Source: an optimization exercise on an open RTL-to-GDS flow (aim: small area). Production flows keep margins and buffers that such runs may drop. RTL that was checked went through simulation tests only; none was proved equivalent to the original.

==> v17 <==
==> flow/design.v (excerpt) <==
module secure_xfer_engine (
    input  logic        clk,
    input  logic        rst,
    input  logic        wr_valid,
    input  logic [15:0] wr_key,
    input  logic [9:0]  wr_addr,
    input  logic [31:0] wr_data,
    output logic        wr_ready,
    output logic        mem_valid,
    output logic [31:0] mem_data,
    input  logic        mem_ready,
    input  logic        rd_valid,
    input  logic [15:0] rd_key,
    input  logic [9:0]  rd_addr,
    input  logic [31:0] rd_data,
    output logic        rd_ready,
    output logic        reg_valid,
    output logic [31:0] reg_data,
    input  logic        reg_ready,
    output logic        locked,
    output logic [1:0]  key_err,
    output logic [15:0] acc_cnt,
    output logic [15:0] rej_cnt
);
==> flow/config.mk <==
export PLATFORM = sky130hd
export DESIGN_NAME = secure_xfer_engine
export DESIGN_NICKNAME = secure_xfer_engine
export VERILOG_FILES = /design/flow/design.v
export SDC_FILE = /design/flow/constraint.sdc
export NUM_CORES = 4
export LEC_CHECK = 0
export ABC_AREA = 1
export CAP_MARGIN = 20
export CORE_MARGIN = 2
export CORE_UTILIZATION = 85
export PLACE_DENSITY = 0.92
export SLEW_MARGIN = 20
==> flow/constraint.sdc <==
create_clock -name core_clock -period 30.0 [get_ports {clk}]
set_input_delay 6.0000 -clock core_clock [delete_from_list [all_inputs] [get_ports {clk}]]
set_output_delay 6.0000 -clock core_clock [all_outputs]
set_load 0.01 [all_outputs]
standard.sh (not shown) runs the stock make flow with config.mk's settings and CLKGATE_MAP_FILE= SYNTH_SCRIPT=/design/flow/synth_recipe.tcl, a recipe that flattens the netlist after the stock synthesis.
==> flow/flow/run.sh <==
#!/bin/bash
# Layout flow: the standard layout (standard.sh) with these changes:
#  - Yosys synth runs without its early "abc -fast" (SYNTH_ARGS=-noabc), so
#    the full-adder extraction sees the adder logic as written;
#  - after synthesis, the logic other than full/half adders, flip-flops and
#    tie cells is mapped again with an area-oriented ABC script
#    (reopt.tcl); registers keep their cells and names;
#  - the port buffers use the smallest buffer cell;
#  - CTS adds no dummy loads and builds the tree from clkbuf_8, in
#    clusters of at most 12 sinks.
set -euo pipefail
export SYNTH_ARGS="-noabc"
export BUFFER_PORTS_ARGS="-buffer_cell sky130_fd_sc_hd__buf_1"
export CTS_ARGS="-sink_clustering_enable -repair_clock_nets -dont_use_dummy_load -sink_clustering_size 12 -buf_list sky130_fd_sc_hd__clkbuf_8"

bash standard.sh synth > standard_synth.log 2>&1

RES=orfs/results/$FLOW_PLATFORM/secure_xfer_engine/base
PLAT=$FLOW_HOME/platforms/$FLOW_PLATFORM
YOSYS=${YOSYS_EXE:-$FLOW_HOME/../tools/install/yosys/bin/yosys}
cp $RES/1_2_yosys.v $RES/1_2_yosys.standard.v
export REOPT_LIB=$PLAT/lib/sky130_fd_sc_hd__tt_025C_1v80.lib
export REOPT_IN=$RES/1_2_yosys.standard.v
export REOPT_OUT=$RES/1_2_yosys.reopt.v
export REOPT_TOP=$FLOW_TOP
export REOPT_ABC="+strash;dc2;dch,-f;amap;topo;dnsize"
export REOPT_DONT_USE=$(awk '/DONT_USE_CELLS \+=/{f=1} f{for(i=1;i<=NF;i++) if($i ~ /^sky130/) printf "-dont_use %s ", $i} f&&!/\\$/{f=0}' $PLAT/config.mk)
"$YOSYS" -c flow/reopt.tcl > reopt.log 2>&1
cp $REOPT_OUT $RES/1_2_yosys.v
rm -f $RES/1_synth.odb $RES/1_synth.sdc

bash standard.sh finish > standard_finish.log 2>&1
==> flow/flow/reopt.tcl <==
# Re-map the combinational logic of the standard synthesis netlist with an
# area-oriented ABC script. Full/half adders, flip-flops and tie cells are
# kept as they are (same instances, same names); every other cell is
# expanded to its liberty function and mapped again.
yosys read_liberty -ignore_miss_func $::env(REOPT_LIB)
yosys read_verilog $::env(REOPT_IN)
yosys hierarchy -top $::env(REOPT_TOP)
yosys setattr -mod -set keep_hierarchy 1 sky130_fd_sc_hd__fa_* sky130_fd_sc_hd__ha_* sky130_fd_sc_hd__df* sky130_fd_sc_hd__edf* sky130_fd_sc_hd__conb_1
yosys flatten
yosys opt_clean -purge
yosys abc -script $::env(REOPT_ABC) -liberty $::env(REOPT_LIB) {*}$::env(REOPT_DONT_USE) -D 30000 $::env(REOPT_TOP)
yosys opt_clean -purge
yosys select $::env(REOPT_TOP)
yosys rename -hide w:*.* w:*$*
yosys opt_clean -purge
yosys write_verilog -noattr -noexpr -selected $::env(REOPT_OUT)
==> v3 (differences from v17) <==
--- a/flow/design.v
+++ b/flow/design.v
@@ -24,14 +24,12 @@
 );
     logic [3:0] lk_cnt;
     logic wr_fire, rd_fire, wr_kok, rd_kok;
     logic wr_good, wr_bad, rd_good, rd_bad;
     logic wr_big, rd_big;
     logic [31:0] wr_xf, wr_st, rd_q, rd_xf, rd_st;
-    logic [31:0] rd_stn;   
-    assign rd_st = ~rd_stn;
     logic wr_fl, wr_nz, rd_fl, rd_nz;
     assign wr_ready = !locked && (!mem_valid || mem_ready);
     assign rd_ready = !locked && (!reg_valid || reg_ready);
     assign wr_kok  = (wr_key == 16'h0032);
     assign rd_kok  = (rd_key == 16'h0032);
     assign wr_fire = wr_valid && wr_ready;
@@ -1903,13 +1901,13 @@
             rd_nz     <= 1'b1;
         end else if (reg_ready) begin
             reg_valid <= 1'b0;
         end
     end
     always_ff @(posedge clk) begin
-        if (rd_good) rd_stn <= ~(rd_big ? rd_q : rd_data);
+        if (rd_good) rd_st <= rd_big ? rd_q : rd_data;
     end
     assign reg_data = rd_fl ? rd_xf : (rd_st & {32{rd_nz}});
     always_ff @(posedge clk or posedge rst) begin
         if (rst) key_err <= 2'b00;
         else     key_err <= {rd_bad, wr_bad};
     end
==> flow/flow/run.sh (replaced) <==
#!/bin/bash
# Layout flow: the standard layout (standard.sh) with these changes:
#  - Yosys synth runs without its early "abc -fast" (SYNTH_ARGS=-noabc), so
#    the full-adder extraction sees the adder logic as written;
#  - after synthesis, the logic other than full adders, flip-flops and
#    tie cells is mapped again with an area-oriented ABC script
#    (haprep.py marks the half adders to keep, reopt.tcl maps, fixconst.py
#    handles constant pins); registers keep their cells and names;
#  - the port buffers use the smallest buffer cell;
#  - CTS adds no dummy loads.
set -euo pipefail
export SYNTH_ARGS="-noabc"
export BUFFER_PORTS_ARGS="-buffer_cell sky130_fd_sc_hd__buf_1"
export CTS_ARGS="-sink_clustering_enable -repair_clock_nets -dont_use_dummy_load"

bash standard.sh synth > standard_synth.log 2>&1

RES=orfs/results/$FLOW_PLATFORM/secure_xfer_engine/base
PLAT=$FLOW_HOME/platforms/$FLOW_PLATFORM
YOSYS=${YOSYS_EXE:-$FLOW_HOME/../tools/install/yosys/bin/yosys}
cp $RES/1_2_yosys.v $RES/1_2_yosys.standard.v
export REOPT_LIB=$PLAT/lib/sky130_fd_sc_hd__tt_025C_1v80.lib
python3 flow/haprep.py $RES/1_2_yosys.standard.v $RES/1_2_yosys.haprep.v > haprep.log 2>&1
export REOPT_IN=$RES/1_2_yosys.haprep.v
export REOPT_OUT=$RES/1_2_yosys.reopt.v
export REOPT_TOP=$FLOW_TOP
export REOPT_ABC="+strash;&get,-n;&deepsyn,-T,30;&put;dch;amap;topo;dnsize"
export REOPT_DONT_USE=$(awk '/DONT_USE_CELLS \+=/{f=1} f{for(i=1;i<=NF;i++) if($i ~ /^sky130/) printf "-dont_use %s ", $i} f&&!/\\$/{f=0}' $PLAT/config.mk)
"$YOSYS" -c flow/reopt.tcl > reopt.log 2>&1
python3 flow/fixconst.py $REOPT_OUT $RES/1_2_yosys.v > fixconst.log 2>&1
rm -f $RES/1_synth.odb $RES/1_synth.sdc

bash standard.sh finish > standard_finish.log 2>&1
==> flow/flow/fixconst.py (new file) <==
#!/usr/bin/env python3
"""Post-pass on the re-mapped netlist: the half adders haprep.py marked as
ha_2 go back to ha_1, a full adder with a constant-0 input becomes a half
adder on its other two inputs, and any other constant pin is tied to a tie
cell (sky130 conb_1), as Yosys' hilomap does in ORFS."""
import re
import sys

src, dst = sys.argv[1], sys.argv[2]
text = open(src).read().replace("sky130_fd_sc_hd__ha_2 ", "sky130_fd_sc_hd__ha_1 ")
cell_re = re.compile(r"(\n\s*)(sky130_fd_sc_hd__\w+)(\s+\S+\s*)\((.*?)\);", re.S)
pin_re = re.compile(r"\.(\w+)\(([^()]*)\)")
ZERO = ("1'h0", "1'b0")
ONE = ("1'h1", "1'b1")
nha = 0
need = set()


def fix(m):
    global nha
    lead, typ, name, body = m.groups()
    pins = [(p, n.strip()) for p, n in pin_re.findall(body)]
    d = dict(pins)
    if re.fullmatch(r"sky130_fd_sc_hd__fa_\d+", typ):
        ins = [d["A"], d["B"], d["CIN"]]
        zeros = [x for x in ins if x in ZERO]
        if len(zeros) == 1:
            a, b = [x for x in ins if x not in ZERO]
            nha += 1
            typ = "sky130_fd_sc_hd__ha_1"
            pins = [("A", a), ("B", b), ("COUT", d["COUT"]), ("SUM", d["SUM"])]
    out = []
    for p, n in pins:
        if n in ZERO:
            n = "_tie_lo_"
            need.add("lo")
        elif n in ONE:
            n = "_tie_hi_"
            need.add("hi")
        out.append(f".{p}({n})")
    return f"{lead}{typ}{name}(\n    " + ",\n    ".join(out) + "\n  );"


text = cell_re.sub(fix, text)
if re.search(r"1'[hb][01]", text):
    sys.exit("fixconst: a constant is left outside a cell pin")
add = ""
if need:
    add += "  wire _tie_lo_;\n  wire _tie_hi_;\n"
    add += "  sky130_fd_sc_hd__conb_1 _tie_cell_ (\n    .HI(_tie_hi_),\n    .LO(_tie_lo_)\n  );\n"
i = text.rindex("endmodule")
text = text[:i] + add + text[i:]
open(dst, "w").write(text)
print(f"fixconst: {nha} full adders with a constant 0 made half adders; tie cell: {bool(need)}",
      file=sys.stderr)
==> flow/flow/haprep.py (new file) <==
#!/usr/bin/env python3
"""Before the re-mapping: a half adder whose two inputs both come from full
adders is kept as a cell (its type is set to ha_2 here, which reopt.tcl
keeps, and fixconst.py sets back to ha_1); the other half adders are left
for ABC to map with the logic around them."""
import re
import sys

src, dst = sys.argv[1], sys.argv[2]
t = open(src).read()
cells = re.findall(r"(sky130_fd_sc_hd__\w+)\s+(\S+)\s*\((.*?)\);", t, re.S)
drv = {}
for typ, n, b in cells:
    for p, net in re.findall(r"\.(\w+)\(([^()]*)\)", b):
        if p in ("X", "Y", "Q", "COUT", "SUM", "Q_N"):
            drv[net.strip()] = typ
if any(re.fullmatch(r"sky130_fd_sc_hd__ha_2", typ) for typ, _, _ in cells):
    sys.exit("haprep: the netlist already has ha_2 cells")
keep = set()
for typ, n, b in cells:
    if typ != "sky130_fd_sc_hd__ha_1":
        continue
    d = dict((p, net.strip()) for p, net in re.findall(r"\.(\w+)\(([^()]*)\)", b))
    if all(re.fullmatch(r"sky130_fd_sc_hd__fa_\d+", drv.get(d[p], "")) for p in ("A", "B")):
        keep.add(n)


def sub(m):
    return ("sky130_fd_sc_hd__ha_2 " if m.group(2) in keep else m.group(1) + " ") + m.group(2)


t = re.sub(r"(sky130_fd_sc_hd__ha_1)\s+(\S+)", sub, t)
open(dst, "w").write(t)
print(f"haprep: {len(keep)} half adders kept as cells", file=sys.stderr)
==> flow/flow/reopt.tcl (replaced) <==
# Re-map the combinational logic of the standard synthesis netlist with an
# area-oriented ABC script. Full adders, flip-flops, tie cells and the half
# adders haprep.py marked (as ha_2) are kept as they are (same instances,
# same names); every other cell is expanded to its liberty function and
# mapped again.
yosys read_liberty -ignore_miss_func $::env(REOPT_LIB)
yosys read_verilog $::env(REOPT_IN)
yosys hierarchy -top $::env(REOPT_TOP)
yosys setattr -mod -set keep_hierarchy 1 sky130_fd_sc_hd__fa_* sky130_fd_sc_hd__ha_2 sky130_fd_sc_hd__df* sky130_fd_sc_hd__edf* sky130_fd_sc_hd__conb_1
yosys flatten
yosys opt_clean -purge
yosys abc -script $::env(REOPT_ABC) -liberty $::env(REOPT_LIB) {*}$::env(REOPT_DONT_USE) -D 30000 $::env(REOPT_TOP)
yosys opt_clean -purge
yosys select $::env(REOPT_TOP)
yosys rename -hide w:*.* w:*$*
yosys opt_clean -purge
yosys write_verilog -noattr -noexpr -selected $::env(REOPT_OUT)
==> flow/config.mk (replaced) <==
export PLATFORM = sky130hd
export DESIGN_NAME = secure_xfer_engine
export DESIGN_NICKNAME = secure_xfer_engine
export VERILOG_FILES = /design/flow/design.v
export SDC_FILE = /design/flow/constraint.sdc
export NUM_CORES = 4
export LEC_CHECK = 0
export ABC_AREA = 1
export CAP_MARGIN = 5
export CORE_MARGIN = 2
export CORE_UTILIZATION = 75
export PLACE_DENSITY = 0.85
export SLEW_MARGIN = 5
==> qor summary <==
metric	v17	v3
Run status	stopped before the end	complete, no violations
Failing step	global routing	-
Row cnt	53	55
Syn_nets	2401	2376
Cell area reported after detailed placement	19400 µm²	19000 µm²
Buffers added on ports	224	224
Worst slack, placed	8400 ps	7080 ps
Synthesized cell area	18000 µm²	17500 µm²
Root buffer selected by CTS	clkbuf_8	clkbuf_16
Starting density of the core	0.861	0.767
Avg Synthesized Cell Area	10.4 µm²	9.68 µm²
Die boundary width	149 µm	157 µm
DP HPWL	41800 µm	37400 µm
Cells after Synth	1723	1806
Height of the die	149 µm	157 µm
Final weighted congestion in routability-driven placement	0.956	0.979
Total placed cells including tap cells	2243	2373
For v17, only the layout was checked, not whether the RTL still works.

afterwards: timing with drivers on the ports:
The flow's constraints put no driver on any port. The routed layout listed below was extracted and timed again, unchanged, in two steps. Step 1 (the two cells are an assumption about what drives the block):
set clk [get_ports {clk}]
set_driving_cell -lib_cell sky130_fd_sc_hd__clkbuf_16 $clk
set_driving_cell -lib_cell sky130_fd_sc_hd__buf_2 [delete_from_list [all_inputs] $clk]
Step 2 times the ports against the registers' clock, not the clock port: input delays grow and output delays shrink by t, the midpoint of the rising clock arrivals with the driver on. Slacks: ideal / step 1 / step 2; pairs: ideal / step 1.
run: v3
t, ns: 0.411
setup WS [ns]: 6.428 / 6.378 / 6.789
latest minus earliest clock arrival (ns): 0.034 / 0.034
slew at the worst register clock pin (ns): 0.09 / 0.09
pins driven straight from the clock port: 1
After both steps setup and hold are still met in v3. The setup slack of v3 moves by -0.050 ns with the drivers and by +0.361 ns with both steps.
